Source: an optimization exercise on an open RTL-to-GDS flow (aim: small area, a short achievable clock period and few clock cycles). Production flows keep margins and buffers that such runs may drop.
Where RTL was checked, it was by simulation tests only, not by an equivalence proof against the original.
No functional check of the RTL was part of run 3.
Power is estimated from default activity; no workload was simulated.

==> flow/design.v (outline; a module is shown in full before it is edited, if it fits) <==
// module conv_loader: 15 lines
// module frame_ram: 20 lines
// module conv_fa: 11 lines
// module conv_ha: 10 lines
// module conv_engine: 2610 lines
// module conv2d_top: 170 lines
module conv2d_top
(
    input  logic        i_clk,
    input  logic        i_rst,
    input  logic [9:0]  i_pix,      
    input  logic [9:0]  i_wgt,      
    output logic [26:0] o_out,      
    output logic        o_busy
);
  // ...
==> flow/run.sh <==
#!/bin/bash
# synth_recipe.tcl (not shown) runs the flow's synth.tcl, then flattens the netlist and writes it again
# the make line also repeats each setting of config.mk as NAME=value (left out here)
make -C /OpenROAD-flow-scripts/flow DESIGN_CONFIG=/design/flow/config.mk WORK_HOME=/design/flow/orfs CLKGATE_MAP_FILE= SYNTH_SCRIPT=/design/flow/synth_recipe.tcl finish
==> flow/config.mk <==
export PLATFORM = sky130hd
export DESIGN_NAME = conv2d_top
export DESIGN_NICKNAME = conv2d_top
export VERILOG_FILES = /design/flow/design.v
export SDC_FILE = /design/flow/constraint.sdc
export NUM_CORES = 4
export LEC_CHECK = 0
export CAP_MARGIN = 20
export CORE_MARGIN = 2
export CORE_UTILIZATION = 60
export CTS_CLUSTER_DIAMETER = 90
export CTS_CLUSTER_SIZE = 26
export PLACE_DENSITY = 0.7
export SETUP_SLACK_MARGIN = 4.85
export SLEW_MARGIN = 20
export SYNTH_HIERARCHICAL = 1
export SYNTH_MINIMUM_KEEP_SIZE = 0
==> flow/constraint.sdc <==
create_clock -name core_clock -period 8.0 [get_ports {i_clk}]
set_input_delay 1.6000 -clock core_clock [delete_from_list [all_inputs] [get_ports {i_clk}]]
set_output_delay 1.6000 -clock core_clock [all_outputs]
set_load 0.01 [all_outputs]
==> reports/metrics.cfg, run 1 <==
[layout]
buf_share_pct=3.70
ff_latch_area_mm2=0.0111
largest_register=u_ram.slot
fill_cells=3282
inverters=34
fin_util_pct=65.8
n_clock_buffer=32

[drt]
post_drt_wl_per_cell_um=28.9
wl_met2_um=35200
wl_met3_um=5950
routed_via_density=6.47
wl_um=75100
routed-via-count=16800

[worst_setup_path]
startpoint=u_ram.slot[9][5]$_DFFE_PP_
arrival_ps=3620

[synthesis]
synthXorXnorAreaFrac_pct=0.755
yosys_warnings=14

[clock_tree]
hold_buffers=0
clk_latency_ps=590

[global_route]
top_usage_layer=met2

[status]
outcome=timing/DRC/antenna clean

[power_and_ir_drop]
pg_comb_mw=3.37
power_mw=7.75

[die]
ios=50

[timing]
fmax_ghz=0.317

Testbench counts, summed over its fixed seeds: cycles 4,704.
==> inputs of run 2 (changes only) <==
--- a/flow/config.mk
+++ b/flow/config.mk
@@ -8,8 +8,8 @@
 export CAP_MARGIN = 20
 export CORE_MARGIN = 2
-export CORE_UTILIZATION = 60
+export CORE_UTILIZATION = 70
 export CTS_CLUSTER_DIAMETER = 90
 export CTS_CLUSTER_SIZE = 26
-export PLACE_DENSITY = 0.7
+export PLACE_DENSITY = 0.8
 export SETUP_SLACK_MARGIN = 4.85
 export SLEW_MARGIN = 20
==> reports/metrics.cfg, run 2 <==
[clock_tree]
cts_buffers=21  ; was 22
clk_pin_slew_ps=100  ; was 110 ps
cts_sinks=444  ; unchanged
cts_tree=yes  ; unchanged
cts_max_level=1  ; unchanged
clk_latency_ps=580  ; was 590 ps
hold_buffers=0  ; unchanged
ctsRootBufferMaster=clkbuf_16  ; unchanged
cts_buffer_depth=3  ; unchanged

[synthesis]
synth_top_area_cell=fa_1  ; unchanged
syn-cell-area_mm2=0.0278  ; unchanged
synth_common_cells=543 x fa_1, 510 x and3_1, 224 x edfxtp_1  ; unchanged
synth.area.top_cells=fa_1 39%, edfxtp_1 24%, dfxtp_1 16%  ; unchanged
synth-seq-area-share_pct=40.0  ; unchanged
yosys.area.top_type_share_pct=39.1  ; unchanged
synthCells=1935  ; unchanged
synth_fp_nets=2535  ; unchanged
synth_most_common_cell=fa_1  ; unchanged
synth-edff-count=224  ; unchanged
synthFlopType=edfxtp_1  ; unchanged
yosys_warnings=14  ; unchanged
async_flop_share_pct=0  ; unchanged
syn_avg_cell_area_um2=14.4  ; unchanged
post_synth_num_cell_types=56  ; unchanged
yosys_register_bits=444  ; unchanged

[global_route]
grt_pass1_vias=18200  ; was 17,700
antenna_found_initial=1  ; was 2
grt_max_degree=73  ; was 72
grt.overflow.total=0  ; unchanged
grt_pass1_wl_um=110000  ; was 112,000 um
grt_usage_pct=37.0  ; was 32.5%

[timing]
hold_viol_final=0  ; unchanged
setup_viol=0  ; unchanged
finalSetupTns_ps=0  ; unchanged
fmax_ghz=0.317  ; about the same
worst_slew_pin_slew_ps=1120  ; about the same
rsz0062_at_grt=true  ; unchanged
holdWs_ps=335  ; about the same
slew-limit-headroom_pct=25.6  ; was 25.3%
period_minus_slack_ps=3160  ; was 3150 ps
slew_violations=0  ; unchanged
skew_ps=25.6  ; was 25.0 ps
fin_ws_ps=4840  ; was 4850 ps
fin_crit_sh_pct=39.5  ; was 39.4%

[drt]
ant_nets=0  ; unchanged
routed-via-count=17300  ; was 16,800
drcViolationCount=0  ; unchanged
drt_pass1_iterations=6  ; unchanged
post_drt_wl_per_cell_um=29.6  ; was 28.9 um
routed_via_density=6.90  ; was 6.47
wl_um=74100  ; was 75,100 um
drt_iter0_markers=2247  ; was 2,213

[worst_setup_path]
path_common_cell=fa_1  ; unchanged
slowest_stage=fa_1  ; was edfxtp_1
worst_setup_path_end_kind=register  ; unchanged
cp_top_family=adder cells  ; unchanged
arrival_ps=3600  ; was 3620 ps
cp_max_fo=9  ; unchanged
start_kind=register  ; unchanged
worstPathRequired_ps=8450  ; was 8470 ps
path_cells=and3_1 -> fa_1 -> fa_1 -> fa_1 -> fa_1  ; was nand3_1 -> fa_1 -> fa_1 -> fa_1 -> fa_1
r2r_slack_ps=4840  ; was 4850 ps
crit_buf_inv=0  ; unchanged
critPathKind=reg -> reg  ; unchanged
slowest_delay_ps=620  ; was 710 ps

[layout]
multi_input_comb_area_mm2=0.0162  ; about the same
drive_above_1_share_pct=5.26  ; was 6.12%
nets=2564  ; was 2,580
final_cell_mix=538 x fa_1, 510 x and3_1, 224 x edfxtp_1  ; was 541 x fa_1, 510 x and3_1, 224 x edfxtp_1
mostFrequentLayoutCell=fa_1  ; unchanged
largest_reg_flops=144  ; unchanged
largest_register=u_ram.slot  ; unchanged
syn_to_final_growth_pct=6.63  ; was 7.75%
fill_cells=2421  ; was 3,282
reg_top3=u_ram.slot x144, u_loader.ker_q x72, out_data x20  ; unchanged
antenna-diode-count=0  ; was 1
final_cells=2502  ; was 2,596
ff_latch_area_mm2=0.0111  ; about the same
fin_util_pct=75.2  ; was 65.8%

[place]
dp_hpwl_um=56600  ; was 58,000 um
place_inst=2423  ; was 2,498
port_buffers=47  ; unchanged
post-place-ws_ps=4370  ; was 4530 ps
gp_congestion=0.964  ; was 0.940

[power_and_ir_drop]
ir_worst_vdd_uv=242  ; was 359 uV
powerDensity_mw_per_mm2=259  ; was 258 mW/mm2
leakage_nw=13.8  ; was 13.9 nW

[die]
die_area_mm2=0.0414  ; was 0.0481 mm2
core-area_mm2=0.0395  ; was 0.0456 mm2
num_rows=73  ; was 78
start_util_pct=70.5  ; was 61.1%
ios=50  ; unchanged
die_h_um=203  ; was 219 um
die_w_um=203  ; was 219 um

[min_path]
hp-class=reg -> reg  ; unchanged

[status]
outcome=timing/DRC/antenna clean  ; unchanged

[flow_run]
maxCapViolations=0  ; unchanged

run 2: timing repair:
action	CTS	global route
gates cloned	0	1
resized for setup	10	21
setup buffers	0	42
setup endpoints to repair	42	47
run 2: logic make-up after synthesis:
group,Yosys count,share of synthesized area [%]
other,1,0.0135
AOI/OAI and AO/OA,67,1.75
and+or+nand+nor,683,14.6
adders and majority gates,578,40.6
xor gates and xnor gates,24,0.755
buffers and inverters,127,1.86
DFF,444,40.0
muxes,11,0.432
run 2: metal layers:
metal,share of wire (%),up-vias,global-route usage [%]
met1,34,8858,48.0
met3,10,314,6.31
met4,9.6,0,28.3
met2,46,1328,56.9
met5,0,-,0
li1,-,6766,-
run 2: worst register-to-register path: cells and delay by family, from the launching register on:
family / cells / cell delay (ps)
fa+ha+maj: 4 / 2170
flops: 1 / 570
simple gates: 1 / 290
run 2: metrics by stage:
step,instance area (um2),total power [mW]
floorplan,27800,5.19
global placement,28600,6.29
detailed placement,28600,6.45
CTS,29300,7.67
global route,29700,8.13
finish,29700,7.69
run 2: where the power goes:
group | leakage, nW | total (mW) | switching, mW | internal (mW)
clock | 0.288 | 1.23 | 0.727 | 0.505
combinational | 9.53 | 3.37 | 1.86 | 1.51
sequential | 3.94 | 3.09 | 0.252 | 2.84
total | 13.8 | 7.69 | 2.84 | 4.85
run 2: per-module statistics from Yosys, one instance, submodules excluded:
| module | times used | flip-flops and latches | area, um2 | cells inside |
|---|---|---|---|---|
| conv_fa | 543 | 0 | 20.0 | 1 |
| conv2d_top | 1 | 62 | 2370 | 230 |
| frame_ram | 1 | 144 | 4320 | 144 |
| conv_ha | 6 | 0 | 12.5 | 1 |
| conv_loader | 1 | 72 | 2160 | 72 |
| conv_engine | 1 | 166 | 8030 | 940 |
run 2: final timing paths:
kind / start / to / cells past startpoint
worst max-delay path: u_ram.slot[8][6]$_DFFE_PP_ / u_engine.q4_s1460$_DFF_P_ / 5
worst max register to register: u_ram.slot[8][6]$_DFFE_PP_ / u_engine.q4_s1460$_DFF_P_ / 5
worst min-delay path: u_engine.q4_s960$_DFF_P_ / u_engine.q8_q4_s960$_DFF_P_ / 0
worst min register to register: u_engine.q4_s960$_DFF_P_ / u_engine.q8_q4_s960$_DFF_P_ / 0
run 2: area by class of cell:
type	count	share of cell area, %
inverter	34	0.430
clock inverter	3	0.0970
timing repair buffer	99	3.20
sequential	444	37.5
tap	525	2.21
multi-input combinational	1364	54.6
clock buffer	33	1.92
==> module conv2d_top, before the edit <==
module conv2d_top
(
    input  logic        i_clk,
    input  logic        i_rst,
    input  logic [9:0]  i_pix,      
    input  logic [9:0]  i_wgt,      
    output logic [26:0] o_out,      
    output logic        o_busy
);
    localparam int LB = conv_pkg::LB_LEN;
    logic       in_pix;             
    logic       in_wgt;             
    logic [7:0] in_d;
    logic       busy_q;
    logic       take;
    logic [5:0] pix_pos;            
    logic [5:0] out_pos;            
    logic       tail;               
    logic [3:0] tail_n;             
    logic       step_pix;           
    logic       step;               
    logic       produce;            
    logic       wgt_go;             
    logic [LB-1:0] lb_en;
    logic [LB*8-1:0] slots;
    logic [71:0] kernel;
    logic [71:0] win;
    logic [8:0]  keep;
    logic signed [conv_pkg::SUM_BW-1:0] sum;
    logic        out_valid;
    logic        out_last;
    logic signed [conv_pkg::SUM_BW-1:0] out_data;
    assign take     = !busy_q && (i_pix[9] || i_wgt[9]);
    assign step_pix = in_pix;
    assign step     = in_pix || tail;
    assign wgt_go   = in_wgt && !tail;
    logic in_wgt_n;
    logic tail_n_done;
    assign tail_n_done = tail && (tail_n == 4'd9);
    always_comb
    begin
        if (take)
            in_wgt_n = i_wgt[9];
        else
            in_wgt_n = in_wgt && !wgt_go;
    end
    always_ff @(posedge i_clk)
    begin
        if (i_rst)
        begin
            in_pix <= 1'b0;
            in_wgt <= 1'b0;
            busy_q <= 1'b0;
        end
        else
        begin
            in_pix <= take && i_pix[9];
            in_wgt <= in_wgt_n;
            busy_q <= in_wgt_n && ((tail && !tail_n_done) || (step_pix && pix_pos == 6'd63));
        end
    end
    always_ff @(posedge i_clk)
    begin
        if (!busy_q)
            in_d <= i_pix[9] ? i_pix[7:0] : i_wgt[7:0];
    end
    assign o_busy = busy_q;
    assign produce = tail || (step_pix && pix_pos >= 6'd9);
    always_ff @(posedge i_clk)
    begin
        if (i_rst)
        begin
            pix_pos <= '0;
            out_pos <= '0;
            tail    <= 1'b0;
            tail_n  <= '0;
        end
        else
        begin
            if (step_pix)
                pix_pos <= pix_pos + 1'b1;
            if (produce)
                out_pos <= out_pos + 1'b1;
            if (step_pix && pix_pos == 6'd63)
            begin
                tail   <= 1'b1;
                tail_n <= 4'd1;
            end
            else if (tail)
            begin
                tail   <= !tail_n_done;
                tail_n <= tail_n + 1'b1;
            end
        end
    end
    always_comb
        for (int j = 0; j < LB; j++)
            lb_en[j] = step_pix || (tail && (j >= tail_n));
    frame_ram u_ram
    (
        .i_clk   (i_clk),
        .i_pix   (in_d),
        .i_en    (lb_en),
        .o_slots (slots)
    );
    conv_loader u_loader
    (
        .i_clk    (i_clk),
        .i_shift  (wgt_go),
        .i_wgt    (in_d),
        .o_kernel (kernel)
    );
    logic [5:0] out_pos_n;
    logic top, bot, lft, rgt;
    assign out_pos_n = i_rst ? 6'd0 : out_pos + {5'd0, produce};
    assign top = out_pos_n[5:3] == 3'd0;
    assign bot = out_pos_n[5:3] == 3'd7;
    assign lft = out_pos_n[2:0] == 3'd0;
    assign rgt = out_pos_n[2:0] == 3'd7;
    always_ff @(posedge i_clk)
    begin
        keep[0] <= !top && !lft;
        keep[1] <= !top;
        keep[2] <= !top && !rgt;
        keep[3] <= !lft;
        keep[5] <= !rgt;
        keep[6] <= !bot && !lft;
        keep[7] <= !bot;
        keep[8] <= !bot && !rgt;
    end
    assign keep[4] = 1'b1;
    logic [(LB+1)*8-1:0] wpos;      
    assign wpos = {slots, in_d};
    always_comb
    begin
        win[0*8 +: 8] = wpos[18*8 +: 8];
        win[1*8 +: 8] = wpos[17*8 +: 8];
        win[2*8 +: 8] = wpos[16*8 +: 8];
        win[3*8 +: 8] = wpos[10*8 +: 8];
        win[4*8 +: 8] = wpos[ 9*8 +: 8];
        win[5*8 +: 8] = wpos[ 8*8 +: 8];
        win[6*8 +: 8] = wpos[ 2*8 +: 8];
        win[7*8 +: 8] = wpos[ 1*8 +: 8];
        win[8*8 +: 8] = wpos[ 0*8 +: 8];
    end
    conv_engine u_engine
    (
        .i_clk    (i_clk),
        .i_win    (win),
        .i_keep   (keep),
        .i_kernel (kernel),
        .o_sum    (sum)
    );
    logic v_pipe [conv_pkg::ENG_LAT+1];
    logic l_pipe [conv_pkg::ENG_LAT+1];
    assign v_pipe[0] = produce;
    assign l_pipe[0] = produce && out_pos == 6'd63;
    always_ff @(posedge i_clk)
    begin
        for (int i = 1; i <= conv_pkg::ENG_LAT; i++)
        begin
            v_pipe[i] <= i_rst ? 1'b0 : v_pipe[i-1];
            l_pipe[i] <= l_pipe[i-1];
        end
        out_valid <= i_rst ? 1'b0 : v_pipe[conv_pkg::ENG_LAT];
        out_last  <= l_pipe[conv_pkg::ENG_LAT];
        out_data  <= sum;
    end
    assign o_out = {out_valid, out_last, {(conv_pkg::ACC_BW-conv_pkg::SUM_BW){out_data[conv_pkg::SUM_BW-1]}}, out_data};
endmodule
==> inputs of run 3 (changes only) <==
--- a/flow/design.v
+++ b/flow/design.v
@@ -2711,5 +2711,5 @@
     assign step_pix = in_pix;
     assign step     = in_pix || tail;
-    assign wgt_go   = in_wgt && !tail;
+    assign wgt_go   = in_wgt && (!tail || tail_n_done);
     logic in_wgt_n;
     logic tail_n_done;
@@ -2734,5 +2734,5 @@
             in_pix <= take && i_pix[9];
             in_wgt <= in_wgt_n;
-            busy_q <= in_wgt_n && ((tail && !tail_n_done) || (step_pix && pix_pos == 6'd63));
+            busy_q <= in_wgt_n && ((tail && tail_n < 4'd8) || (step_pix && pix_pos == 6'd63));
         end
     end
--- a/flow/config.mk
+++ b/flow/config.mk
@@ -8,8 +8,8 @@
 export CAP_MARGIN = 20
 export CORE_MARGIN = 2
-export CORE_UTILIZATION = 70
+export CORE_UTILIZATION = 60
 export CTS_CLUSTER_DIAMETER = 90
 export CTS_CLUSTER_SIZE = 26
-export PLACE_DENSITY = 0.8
+export PLACE_DENSITY = 0.7
 export SETUP_SLACK_MARGIN = 4.85
 export SLEW_MARGIN = 20
==> reports/metrics.cfg, run 3 <==
[synthesis]
synth.area.mux_share_pct=0.552  ; was 0.432%
synth-seq-area-share_pct=40.0  ; about the same
yosys_register_bits=444  ; unchanged
synth_fp_nets=2537  ; was 2,535
yosys_warnings=14  ; unchanged
synth_common_cells=543 x fa_1, 508 x and3_1, 224 x edfxtp_1  ; was 543 x fa_1, 510 x and3_1, 224 x edfxtp_1
synthXorXnorAreaFrac_pct=0.755  ; about the same
yosys.area.top_type_share_pct=39.0  ; was 39.1%
synth_most_common_cell=fa_1  ; unchanged
syn-cell-area_mm2=0.0279  ; was 0.0278 mm2
synth_compound_area_share_pct=1.53  ; was 1.75%
synth.area.top_cells=fa_1 39%, edfxtp_1 24%, dfxtp_1 16%  ; unchanged
synth-edff-count=224  ; unchanged
synth_top_family_by_area=adder cells  ; unchanged
synthFlopType=edfxtp_1  ; unchanged
synthAdderAreaFrac_pct=40.6  ; about the same
async_flop_share_pct=0  ; unchanged
synthCells=1937  ; was 1,935
synth_top_area_cell=fa_1  ; unchanged
post_synth_num_cell_types=57  ; was 56
syn_avg_cell_area_um2=14.4  ; about the same
synthSimpleGateAreaFrac_pct=14.8  ; was 14.6%

[global_route]
grt_max_degree=73  ; unchanged
grt_pass1_vias=17800  ; was 18,200
grt_pass1_wl_um=110000  ; about the same
grt_usage_pct=32.0  ; was 37.0%
grt.overflow.total=0  ; unchanged
antenna_found_initial=2  ; was 1

[worst_setup_path]
r2r-end=u_engine.q4_s1426$_DFF_P_  ; was u_engine.q4_s1460$_DFF_P_
critPathKind=reg -> reg  ; unchanged
cp_max_fo=9  ; unchanged
path_common_cell=fa_1  ; unchanged
arrival_ps=3620  ; was 3600 ps
path_cells=and3_1 -> fa_1 -> fa_1 -> fa_1 -> fa_1  ; unchanged
slowest_delay_ps=610  ; was 620 ps
start_kind=register  ; unchanged
slowest_stage=fa_1  ; unchanged
reg2regPathDepth=5  ; unchanged
crit_end=u_engine.q4_s1426$_DFF_P_  ; was u_engine.q4_s1460$_DFF_P_
rr_startpoint=u_ram.slot[1][5]$_DFFE_PP_  ; was u_ram.slot[8][6]$_DFFE_PP_
startpoint=u_ram.slot[1][5]$_DFFE_PP_  ; was u_ram.slot[8][6]$_DFFE_PP_
worstPathRequired_ps=8460  ; was 8450 ps
worst_setup_path_end_kind=register  ; unchanged
r2r_slack_ps=4840  ; about the same

[clock_tree]
cts_buffers=26  ; was 21
cts_max_level=1  ; unchanged
cts_tree=yes  ; unchanged
ctsRootBufferMaster=clkbuf_16  ; unchanged
clk_latency_ps=610  ; was 580 ps
cts_buffer_depth=3  ; unchanged
cts_sinks=444  ; unchanged
clk_pin_slew_ps=100  ; about the same
hold_buffers=0  ; unchanged

[power_and_ir_drop]
p_switching_mw=2.97  ; was 2.84 mW
clockPowerShare_pct=19.1  ; was 16.0%
intPower_mw=5.01  ; was 4.85 mW
switching_share_pct=37.2  ; was 36.9%
ir_worst_vdd_uv=284  ; was 242 uV
leakage_nw=14.0  ; was 13.8 nW
powerDensity_mw_per_mm2=264  ; was 259 mW/mm2
power_mw=7.98  ; was 7.69 mW
combPwrFrac_pct=42.2  ; was 43.8%
p_seq_share_pct=38.7  ; was 40.2%

[timing]
worst_slew_pin_slew_ps=754  ; was 1120 ps
finalSetupTns_ps=0  ; unchanged
fin_ws_ps=4840  ; about the same
hold_viol_final=0  ; unchanged
period_minus_slack_ps=3160  ; about the same
slew_violations=0  ; unchanged
slew-limit-headroom_pct=49.8  ; was 25.6%
rsz0062_at_grt=true  ; unchanged
fmax_ghz=0.317  ; about the same
setup_viol=0  ; unchanged
fin_crit_sh_pct=39.5  ; about the same
skew_ps=29.2  ; was 25.6 ps

[drt]
drt_pass1_iterations=5  ; was 6
wl_um=74600  ; was 74,100 um
post_drt_wl_per_cell_um=28.7  ; was 29.6 um
drt_iter0_markers=1864  ; was 2,247
drcViolationCount=0  ; unchanged
routed-via-count=16800  ; was 17,300
routed_via_density=6.47  ; was 6.90
ant_nets=0  ; unchanged

[die]
start_util_pct=61.1  ; was 70.5%
die_h_um=219  ; was 203 um
num_rows=78  ; was 73
ios=50  ; unchanged
core-area_mm2=0.0456  ; was 0.0395 mm2
die_w_um=219  ; was 203 um
die_area_mm2=0.0482  ; was 0.0414 mm2

[layout]
nets=2579  ; was 2,564
final_cells=2599  ; was 2,502
final_cell_mix=540 x fa_1, 507 x and3_1, 224 x edfxtp_1  ; was 538 x fa_1, 510 x and3_1, 224 x edfxtp_1
mostFrequentLayoutCell=fa_1  ; unchanged
syn_to_final_growth_pct=8.41  ; was 6.63%
fill_cells=3225  ; was 2,421
largest_register=u_ram.slot  ; unchanged
antenna-diode-count=0  ; unchanged
reg_top3=u_ram.slot x144, u_loader.ker_q x72, out_data x20  ; unchanged
largest_reg_flops=144  ; unchanged
drive_above_1_share_pct=6.90  ; was 5.26%

[status]
outcome=timing/DRC/antenna clean  ; unchanged

[flow_run]
maxCapViolations=0  ; unchanged

[place]
post-place-ws_ps=4740  ; was 4370 ps
place_inst=2501  ; was 2,423
gp_congestion=0.922  ; was 0.964
dp_hpwl_um=57600  ; was 56,600 um
port_buffers=47  ; unchanged

[min_path]
hp-class=reg -> reg  ; unchanged

==> run 3: cell count changes in the layout (fill, tap and decap cells not counted), sizes merged, moves of 5 or more <==
cell | before | now
o21ai | 8 | 13
a21oi | 20 | 14
clkinv | 0 | 7
nor2 | 32 | 18
a21o | 13 | 3
buf | 48 | 58
nand3 | 90 | 85
nand2 | 12 | 33
==> run 3: logic make-up (layout without fill, tap and decap cells) <==
kind of cell | Yosys count | in the layout
AND/OR/NAND/NOR | 695 | 695
adder cells (fa/ha/maj) | 578 | 578
flip-flops | 444 | 444
buffers and inverters | 123 | 185
AO/OA/AOI/OAI | 58 | 58
XOR/XNOR | 24 | 24
multiplexers | 14 | 14
other | 1 | 1
==> run 3: stage by stage <==
step | hold WS (ps) | area, um2 | utilization (%)
CTS | 336 | 29800 | 65.4
floorplan | 310 | 27900 | -
global placement | 311 | 28800 | 63.1
finish | 335 | 30200 | 66.3
global route | 337 | 30200 | 66.3
detailed placement | 316 | 28800 | 63.1
==> run 3: per-module statistics from Yosys (local to each module, per instance) <==
module,cells inside,times used
conv_engine,940,1
frame_ram,144,1
conv2d_top,232,1
conv_loader,72,1
conv_fa,1,543
conv_ha,1,6
==> run 3: worst min-delay path by stage <==
stage	start	end	slack [ps]	depth (start not counted)
3_5_place_dp	u_engine.q4_s960$_DFF_P_	u_engine.q8_q4_s960$_DFF_P_	320	0
2_1_floorplan	l_pipe[1]$_DFF_P_	l_pipe[2]$_DFF_P_	310	0
6_report	l_pipe[2]$_DFF_P_	out_last$_DFF_P_	340	0
5_1_grt	l_pipe[2]$_DFF_P_	out_last$_DFF_P_	340	0
4_1_cts	l_pipe[2]$_DFF_P_	out_last$_DFF_P_	340	0
3_3_place_gp	u_engine.q8_q4_s960$_DFF_P_	out_data[0]$_DFF_P_	310	0
==> run 3: critical path, delay by kind of cell (launching register included) <==
| kind | cells | cell delay (ps) |
|---|---|---|
| and+or+nand+nor | 1 | 290 |
| adders and majority gates | 4 | 2140 |
| DFF | 1 | 590 |
==> run 3: timing repair <==
item                                    in CTS  in global routing
buffers inserted                            13                 35
endpoints found under the setup margin      25                 29
endpoints found under the hold margin        0                  0
cloned                                       0                  1
resized for setup                           11                 29
pin swaps                                    0                  1
==> run 3: routing by layer <==
layer | routed length (um) | share of wire, % | up-vias | GRT usage [%]
met5 | 0 | 0 | - | 0
met4 | 5380 | 7.2 | 0 | 18.6
met3 | 5850 | 7.8 | 176 | 3.81
met2 | 36000 | 48 | 988 | 52.1
met1 | 27400 | 37 | 8827 | 42.3
li1 | - | - | 6812 | -
==> run 3: final cells by class <==
| class | instances | area (um2) | share of cell area (%) |
|---|---|---|---|
| multi-input cells | 1370 | 16300 | 53.8 |
| flip-flops and latches | 444 | 11100 | 36.9 |
| repair buffers | 108 | 1060 | 3.52 |
| well taps | 600 | 751 | 2.49 |
| clock buffers | 31 | 669 | 2.22 |
| clock inverters | 17 | 225 | 0.746 |
| inverters | 29 | 109 | 0.360 |
==> run 3: power by group through the flow <==
stage          Clock [mW]  Combinational, mW  Sequential (mW)
2_1_floorplan           0               2.11             3.08
3_3_place_gp            0               3.23             3.13
3_5_place_dp            0               3.32             3.16
4_1_cts              1.55               3.34             3.10
5_1_grt              1.62               3.70             3.13
6_report             1.52               3.37             3.09

afterwards: timing with drivers on the ports:
In the flow no input, the clock included, has a driving cell. The finished layouts below were timed again as built, in two steps. Step 1, drivers: a clkbuf_16 drives i_clk and a buf_2 each remaining input, both assumed. Step 2 moves the port delays by t, midway between the first and last clock arrival at a register: inputs arrive t later, outputs are due t later. That takes back most of the time a late clock gives input paths. Three values: ideal ports, drivers, drivers and shift; two values: the first two.
run | t, ns | slack for setup (ns) | worst data-port slew with drivers (ns)
run 1 | 0.633 | 4.850 / 4.833 / 4.585 | 0.04
run 2 | 0.623 | 4.843 / 4.838 / 4.517 | 0.04
run 3 | 0.651 | 4.843 / 4.840 / 4.830 | 0.04
After both steps every run listed still meets setup and hold. The setup slack of run 2, which loses most, moves by -0.005 ns with the drivers and by -0.326 ns with both steps.
